What follows belongs to an exercise in optimizing a design on an open flow for small area; a production flow would make more cautious choices. Only simulation tests tie the RTL to the original design; equivalence was not proved. Power and IR drop assume default switching activity.

// branch_predictor
module branch_predictor (
  input  wire logic        CLK,
  input  wire logic        RST,
  input  logic [31:0]      pc,
  output logic             hit,
  output logic             pred_taken,
  output logic [31:0]      pred_target,
  input  wire logic        upd_en,
  input  logic [31:0]      upd_pc,
  input  wire logic        upd_taken,
  input  logic [31:0]      upd_target,
  input  wire logic        flush_tbl,
  output logic             mispredict,
  output logic [31:0]      upd_cnt,
  output logic [31:0]      miss_cnt
);
==> module bp_ha, before the edit <==
module bp_ha (
  input  wire logic a, b,
  output logic      s, c
);
  assign s = a ^ b;
  assign c = a & b;
endmodule
==> module bp_and2, before the edit <==
module bp_and2 (
  input  wire logic a, b,
  output logic      y
);
  assign y = a & b;
endmodule
==> module bp_xnor2, before the edit <==
module bp_xnor2 (
  input  wire logic a, b,
  output logic      y
);
  assign y = ~(a ^ b);
endmodule
==> module branch_predictor, before the edit <==
module branch_predictor (
  input  wire logic        CLK,
  input  wire logic        RST,
  input  logic [31:0]      pc,
  output logic             hit,
  output logic             pred_taken,
  output logic [31:0]      pred_target,
  input  wire logic        upd_en,
  input  logic [31:0]      upd_pc,
  input  wire logic        upd_taken,
  input  logic [31:0]      upd_target,
  input  wire logic        flush_tbl,
  output logic             mispredict,
  output logic [31:0]      upd_cnt,
  output logic [31:0]      miss_cnt
);
  logic [15:0] r_valid;
  logic [25:0] r_tag [16];
  logic [29:0] r_tgt [16];
  logic [1:0]  r_ctr [16];
  logic [31:0] r_upd_cnt;
  logic [31:0] r_miss_cnt;
  logic [15:0] c_tag  [26];
  logic [15:0] c_tgt  [30];
  logic [15:0] c_ctr  [2];
  always_comb begin
    for (int i = 0; i < 16; i++) begin
      for (int k = 0; k < 26; k++) c_tag[k][i] = r_tag[i][k];
      for (int k = 0; k < 30; k++) c_tgt[k][i] = r_tgt[i][k];
      for (int k = 0; k < 2;  k++) c_ctr[k][i] = r_ctr[i][k];
    end
  end
  logic [15:0] l_sel;
  logic        l_valid_n, l_dir_n;
  logic [25:0] l_tag_n;
  logic [29:0] l_tgt_n;
  logic        l_hit, l_taken;
  assign l_sel = 16'b1 << pc[5:2];
  bp_rd16 u_l_valid (.s(l_sel), .d(r_valid),  .yn(l_valid_n));
  bp_rd16 u_l_dir   (.s(l_sel), .d(c_ctr[1]), .yn(l_dir_n));
  for (genvar k = 0; k < 26; k++) begin : g_l_tag
    bp_rd16 u_rd (.s(l_sel), .d(c_tag[k]), .yn(l_tag_n[k]));
  end
  for (genvar k = 0; k < 30; k++) begin : g_l_tgt
    bp_rd16 u_rd (.s(l_sel), .d(c_tgt[k]), .yn(l_tgt_n[k]));
  end
  assign l_hit   = !l_valid_n && (l_tag_n == ~pc[31:6]);
  assign l_taken = l_hit && !l_dir_n;
  assign hit         = l_hit;
  assign pred_taken  = l_taken;
  assign pred_target = l_taken ? {~l_tgt_n, 2'b00} : pc + 32'd4;
  logic [15:0] u_sel;
  logic        u_valid_n;
  logic [1:0]  u_ctr_n;
  logic [25:0] u_tag_n;
  logic [29:0] u_tgt_n;
  logic        u_hit, u_taken;
  logic [1:0]  u_ctr;
  assign u_sel = 16'b1 << upd_pc[5:2];
  bp_rd16 u_u_valid (.s(u_sel), .d(r_valid),  .yn(u_valid_n));
  bp_rd16 u_u_ctr1  (.s(u_sel), .d(c_ctr[1]), .yn(u_ctr_n[1]));
  bp_rd16 u_u_ctr0  (.s(u_sel), .d(c_ctr[0]), .yn(u_ctr_n[0]));
  for (genvar k = 0; k < 26; k++) begin : g_u_tag
    bp_rd16 u_rd (.s(u_sel), .d(c_tag[k]), .yn(u_tag_n[k]));
  end
  for (genvar k = 0; k < 30; k++) begin : g_u_tgt
    bp_rd16 u_rd (.s(u_sel), .d(c_tgt[k]), .yn(u_tgt_n[k]));
  end
  assign u_ctr   = ~u_ctr_n;
  assign u_hit   = !u_valid_n && (u_tag_n == ~upd_pc[31:6]);
  assign u_taken = u_hit && u_ctr[1];
  assign mispredict = upd_en &&
                      (u_taken ? (!upd_taken || (u_tgt_n != ~upd_target[31:2]) ||
                                  (upd_target[1:0] != 2'b00))
                               : upd_taken);
  logic [1:0] u_ctr_new;
  always_comb begin
    if (!u_hit)             u_ctr_new = 2'b10;
    else if (upd_taken)     u_ctr_new = (u_ctr == 2'b11) ? 2'b11 : u_ctr + 2'b01;
    else                    u_ctr_new = (u_ctr == 2'b00) ? 2'b00 : u_ctr - 2'b01;
  end
  logic [15:0] w_dat, w_dat_n, w_ctr, w_ctr_n;
  assign w_dat   = {16{upd_en & upd_taken}} & u_sel;
  assign w_dat_n = ~w_dat;
  assign w_ctr   = {16{upd_en & (u_hit | upd_taken)}} & u_sel;
  assign w_ctr_n = ~w_ctr;
  logic [25:0] d_tag [16];
  logic [29:0] d_tgt [16];
  logic [1:0]  d_ctr [16];
  for (genvar i = 0; i < 16; i++) begin : g_ent
    for (genvar k = 0; k < 26; k++) begin : g_tag
      bp_hold u_h (.q(r_tag[i][k]), .wn(w_dat_n[i]), .d(upd_pc[k+6]), .w(w_dat[i]),
                   .y(d_tag[i][k]));
    end
    for (genvar k = 0; k < 30; k++) begin : g_tgt
      bp_hold u_h (.q(r_tgt[i][k]), .wn(w_dat_n[i]), .d(upd_target[k+2]), .w(w_dat[i]),
                   .y(d_tgt[i][k]));
    end
    for (genvar k = 0; k < 2; k++) begin : g_ctr
      bp_hold u_h (.q(r_ctr[i][k]), .wn(w_ctr_n[i]), .d(u_ctr_new[k]), .w(w_ctr[i]),
                   .y(d_ctr[i][k]));
    end
  end
  always_ff @(posedge CLK) begin
    for (int i = 0; i < 16; i++) begin
      r_tag[i] <= d_tag[i];
      r_tgt[i] <= d_tgt[i];
      r_ctr[i] <= d_ctr[i];
    end
  end
  always_ff @(posedge CLK) begin
    for (int i = 0; i < 16; i++) begin
      if (RST || flush_tbl)
        r_valid[i] <= 1'b0;
      else if (w_dat[i])
        r_valid[i] <= 1'b1;
    end
  end
  logic [32:0] uc_c;
  logic [31:0] uc_s;
  assign uc_c[0] = upd_en & ~(&r_upd_cnt);
  for (genvar k = 0; k < 32; k++) begin : g_uc
    bp_ha u_ha (.a(r_upd_cnt[k]), .b(uc_c[k]), .s(uc_s[k]), .c(uc_c[k+1]));
  end
  logic [32:0] mc_p;
  logic [31:0] mc_t, mc_x;
  assign mc_p[0] = ~(&r_miss_cnt);
  for (genvar k = 0; k < 32; k++) begin : g_mc
    if (k < 31) begin : g_p
      bp_and2 u_p (.a(mc_p[k]), .b(r_miss_cnt[k]), .y(mc_p[k+1]));
    end
    bp_nand2 u_t (.a(mispredict), .b(mc_p[k]), .y(mc_t[k]));
    bp_xnor2 u_x (.a(r_miss_cnt[k]), .b(mc_t[k]), .y(mc_x[k]));
  end
  always_ff @(posedge CLK) begin
    if (RST) begin
      r_upd_cnt  <= '0;
      r_miss_cnt <= '0;
    end else begin
      r_upd_cnt  <= uc_s;
      r_miss_cnt <= mc_x;
    end
  end
  assign upd_cnt  = r_upd_cnt;
  assign miss_cnt = r_miss_cnt;
endmodule
export LEC_CHECK = 0
export CAP_MARGIN = 0
export CORE_MARGIN = 2
export CORE_UTILIZATION = 55
export CTS_CLUSTER_DIAMETER = 80
export CTS_CLUSTER_SIZE = 30
export SETUP_SLACK_MARGIN = 0.3
export SLEW_MARGIN = 0
export SYNTH_HIERARCHICAL = 1
create_clock -name core_clock -period 8.0 [get_ports {CLK}]
standard.sh (not shown) runs the stock make flow with config.mk's settings and CLKGATE_MAP_FILE= SYNTH_SCRIPT=/design/flow/synth_recipe.tcl, a recipe that flattens the netlist after the stock synthesis.
==> flow/flow/run.sh <==
#!/bin/bash
# Standard layout, with the port buffers made from the smallest plain buffer
# instead of the delay buffer the default choice picks.
set -euo pipefail
export BUFFER_PORTS_ARGS="-buffer_cell sky130_fd_sc_hd__buf_1"
bash standard.sh > standard.log 2>&1
The starting point passed the timing, design-rule and antenna checks.
Rerun with:
--- a/flow/design.v
+++ b/flow/design.v
@@ -64,27 +64,8 @@
   output logic      y
 );
   assign y = (q & wn) | (d & w);
 endmodule
-module bp_ha (
-  input  wire logic a, b,
-  output logic      s, c
-);
-  assign s = a ^ b;
-  assign c = a & b;
-endmodule
-module bp_and2 (
-  input  wire logic a, b,
-  output logic      y
-);
-  assign y = a & b;
-endmodule
-module bp_xnor2 (
-  input  wire logic a, b,
-  output logic      y
-);
-  assign y = ~(a ^ b);
-endmodule
 module bp_rd16 (
   input  wire logic [15:0] s,
   input  wire logic [15:0] d,
   output logic             yn
@@ -221,31 +202,15 @@
       else if (w_dat[i])
         r_valid[i] <= 1'b1;
     end
   end
-  logic [32:0] uc_c;
-  logic [31:0] uc_s;
-  assign uc_c[0] = upd_en & ~(&r_upd_cnt);
-  for (genvar k = 0; k < 32; k++) begin : g_uc
-    bp_ha u_ha (.a(r_upd_cnt[k]), .b(uc_c[k]), .s(uc_s[k]), .c(uc_c[k+1]));
-  end
-  logic [32:0] mc_p;
-  logic [31:0] mc_t, mc_x;
-  assign mc_p[0] = ~(&r_miss_cnt);
-  for (genvar k = 0; k < 32; k++) begin : g_mc
-    if (k < 31) begin : g_p
-      bp_and2 u_p (.a(mc_p[k]), .b(r_miss_cnt[k]), .y(mc_p[k+1]));
-    end
-    bp_nand2 u_t (.a(mispredict), .b(mc_p[k]), .y(mc_t[k]));
-    bp_xnor2 u_x (.a(r_miss_cnt[k]), .b(mc_t[k]), .y(mc_x[k]));
-  end
   always_ff @(posedge CLK) begin
     if (RST) begin
       r_upd_cnt  <= '0;
       r_miss_cnt <= '0;
     end else begin
-      r_upd_cnt  <= uc_s;
-      r_miss_cnt <= mc_x;
+      if (upd_en && (r_upd_cnt != '1))      r_upd_cnt  <= r_upd_cnt + 32'd1;
+      if (mispredict && (r_miss_cnt != '1)) r_miss_cnt <= r_miss_cnt + 32'd1;
     end
   end
   assign upd_cnt  = r_upd_cnt;
   assign miss_cnt = r_miss_cnt;
Effect: Critical path depth goes up by 2. Wire length goes up by 0.74%. Total power goes up by 0.36%. Non-clock buffer count goes down by 19. Synthesized cell count goes up by 3.5%. Design area goes down by 1.0%. Sequential share of layout area goes up by 0.45 points. Via count goes up by 2.0%. Combinational power stays flat. Setup slack gets better by 0.17 ns. Sequential cell count is unchanged. Worst hold slack is about the same.

[afterwards: timing with drivers on the ports]
The results above use ideal ports. As a check the final layouts listed here were re-extracted and re-timed, cells and wires unchanged.
Step 1 (the two cells are an assumption about what drives the block):
set clk [get_ports {CLK}]
set_driving_cell -lib_cell sky130_fd_sc_hd__clkbuf_16 $clk
set_driving_cell -lib_cell sky130_fd_sc_hd__buf_2 [delete_from_list [all_inputs] $clk]
Step 2 moves the port delays by t, midway between the first and last clock arrival at a register: inputs arrive t later, outputs are due t later. That takes back most of the time a late clock gives input paths.
Three values: no drivers, after step 1, after step 2; two values: the first two.
| run | t (ns) | setup WS [ns] | worst hold slack (ns) | cell pins on the clock port's net |
|---|---|---|---|---|
| the first run | 0.710 | 0.281 / 0.248 / -0.082 | 0.500 / 0.500 / 0.500 | 1 |
| the second run | 0.724 | 0.447 / 0.321 / 0.321 | 0.498 / 0.498 / 0.498 | 1 |
Met with ideal ports but missed after step 2: setup timing in the first run. For the first run, which loses most, drivers alone change the setup slack by -0.033 ns; drivers and shift together by -0.363 ns.
